This design comes from an exercise in tuning for small area, a short achievable clock period and few clock cycles on the open sky130 flow, not from production work. Function was checked by simulation only, so behaviour that the tests miss may differ from the original.

v6:
==> flow/design.v (excerpt) <==
module ntt_pe_core #(
  parameter int DATA_SIZE_ARB = 13,
  parameter int RING_SIZE     = 16
) (
  input  logic                         clk,
  input  logic                         reset,
  input  logic                         valid,
  input  logic [DATA_SIZE_ARB-1:0]     din,
  input  logic [DATA_SIZE_ARB-1:0]     q,
  input  logic [DATA_SIZE_ARB-1:0]     twiddle_i,
  output logic [$clog2(RING_SIZE)-1:0] tw_addr,
  output logic                         busy,
  output logic [DATA_SIZE_ARB-1:0]     dout,
  output logic                         dout_valid,
  output logic                         done
);
  localparam int W = 13;
  logic [W-1:0] q_in;
  logic [W-1:0] qr;
  assign qr = q_in;
  logic [W-1:0] qm;
  function automatic logic [W+1:0] rca(input logic [W:0] x, input logic [W:0] y, input logic cin);
    logic c;
    c = cin;
    for (int i = 0; i <= W; i++) begin
      rca[i] = x[i] ^ y[i] ^ c;
      c      = (x[i] & y[i]) | (c & (x[i] ^ y[i]));
    end
    rca[W+1] = c;
  endfunction
  function automatic logic [W-1:0] madd(input logic [W-1:0] a, input logic [W-1:0] b,
                                        input logic [W-1:0] m);
    logic [W+1:0] s, t;
    s = rca({1'b0, a}, {1'b0, b}, 1'b0);
    t = rca(s[W:0], ~{1'b0, m}, 1'b1);
    madd = t[W+1] ? t[W-1:0] : s[W-1:0];
  endfunction
  function automatic logic [W-1:0] msub(input logic [W-1:0] a, input logic [W-1:0] b,
                                        input logic [W-1:0] m);
    logic [W+1:0] d, e;
    d = rca({1'b0, a}, ~{1'b0, b}, 1'b1);
    e = rca(d[W:0], {1'b0, m}, 1'b0);
    msub = d[W+1] ? d[W-1:0] : e[W-1:0];
  endfunction
  logic [W-1:0] ma, mr, tw_r;
  logic [12:0]  mu;      
  logic [25:0]  bp;
  logic [14:0]  bt;
  logic [27:0]  bq2;
  ntt_mul13x13  u_m1 (.a(ma), .b(tw_r), .p(bp));
  ntt_mul14x14  u_m2 (.a(bp[25:12]), .b({1'b1, mu}), .p(bq2));
  ...
For scale: about 3900 cells after synthesis, ~580 flip-flops, about 41000 µm² of cells after synthesis.
clock: 100.0 ns
lec_check: 0
cap_margin: 20
core_margin: 2
core_utilization: 65
cts_buf_list: sky130_fd_sc_hd__clkbuf_8
cts_cluster_size: 30
slew_margin: 20
standard.sh (not shown) runs the stock make flow with config.mk's settings and CLKGATE_MAP_FILE= SYNTH_SCRIPT=/design/flow/synth_recipe.tcl, a recipe that flattens the netlist after the stock synthesis.
==> flow/flow/run.sh <==
#!/bin/bash
# The standard layout, with a plain buffer (buf_2) on every port instead of the
# delay-cell buffer that buffer_ports picks by itself.
set -euo pipefail
export BUFFER_PORTS_ARGS="-buffer_cell sky130_fd_sc_hd__buf_2"
bash standard.sh > standard_flow.log 2>&1
Testbench counts of v6, summed over its fixed seeds: cycles 3,424.
diff inputs: v6 => v7
--- a/flow/design.v
+++ b/flow/design.v
@@ -55,26 +55,26 @@
   logic [W-1:0] bres;
   always_comb begin
     br0  = bp[14:0] - bt;
     bs1  = {1'b0, br0} - {2'b0, qm, 1'b0};
     br1  = bs1[15] ? br0 : bs1[14:0];
     bs2  = {1'b0, br1} - {3'b0, qm};
     bres = bs2[15] ? br1[W-1:0] : bs2[W-1:0];
   end
   logic [3:0]   cnt_in;    
   logic         acc;
+  assign acc = valid && !busy;
   logic [W-1:0] xr;        
   logic [W-1:0] xs;        
   logic [W-1:0] d1 [8];    
   logic         ev;        
   logic [3:0]   xi;        
-  assign acc = valid && !(ev && xi == 4'd15);
   logic [2:0]   dv_cnt;
   logic         dv_run;
   logic [13:0]  dv_r;
   logic [14:0]  dv_q;
   logic [W-1:0] dv_qn;
   assign qm = dv_qn;
   logic [3:0]   zq;
   logic [14:0]  dv_t1, dv_t2;
   logic [13:0]  dv_r1;
   always_comb begin
==> comparison <==
Re initial core utilization: v7 is 0.20 points down on v6.
The lower normalized max-slew margin came out of v7.
Post-detailed-placement cell area for v7: 0.35% down relative to v6
End point of the critical path: tw_addr[3] -> v7, dout[4] -> v6
From v6 to v7 the numbers moved as follows: first-pass GRT wire length now smaller; area used by multi-input combinational logic -110 µm²; routed wire length shrank by 1.9 mm.
Compared v7 vs v6, and average routed wire per standard cell is down in v7.
Sequential cell count of the final layout: v7 vs v6 identical
v7 ended up with a higher slew at the pin closest to its max-slew limit than v6 did.
Testbench counts of v7, summed over its fixed seeds: cycles 3,424.

## port drivers added, routing unchanged
Ports are ideal in the flow. The routed layouts listed here were re-timed in OpenROAD. Step 1 sets driving cells, clkbuf_16 on the clock port and buf_2 on the other inputs (assumed; they add their load-dependent delay and slew). Step 2 also shifts input and output timing later by t, the mid clock arrival at the registers, as if the neighbouring blocks saw the same clock. Three values: ideal, step 1, step 2; two values: the first two.
run	shift t [ns]	setup WS [ns]	cell pins on the clock port's net
v6	0.794	78.796 / 78.730 / 78.895	1
v7	0.754	78.841 / 78.776 / 78.893	1
After both steps every run listed still meets setup and hold.
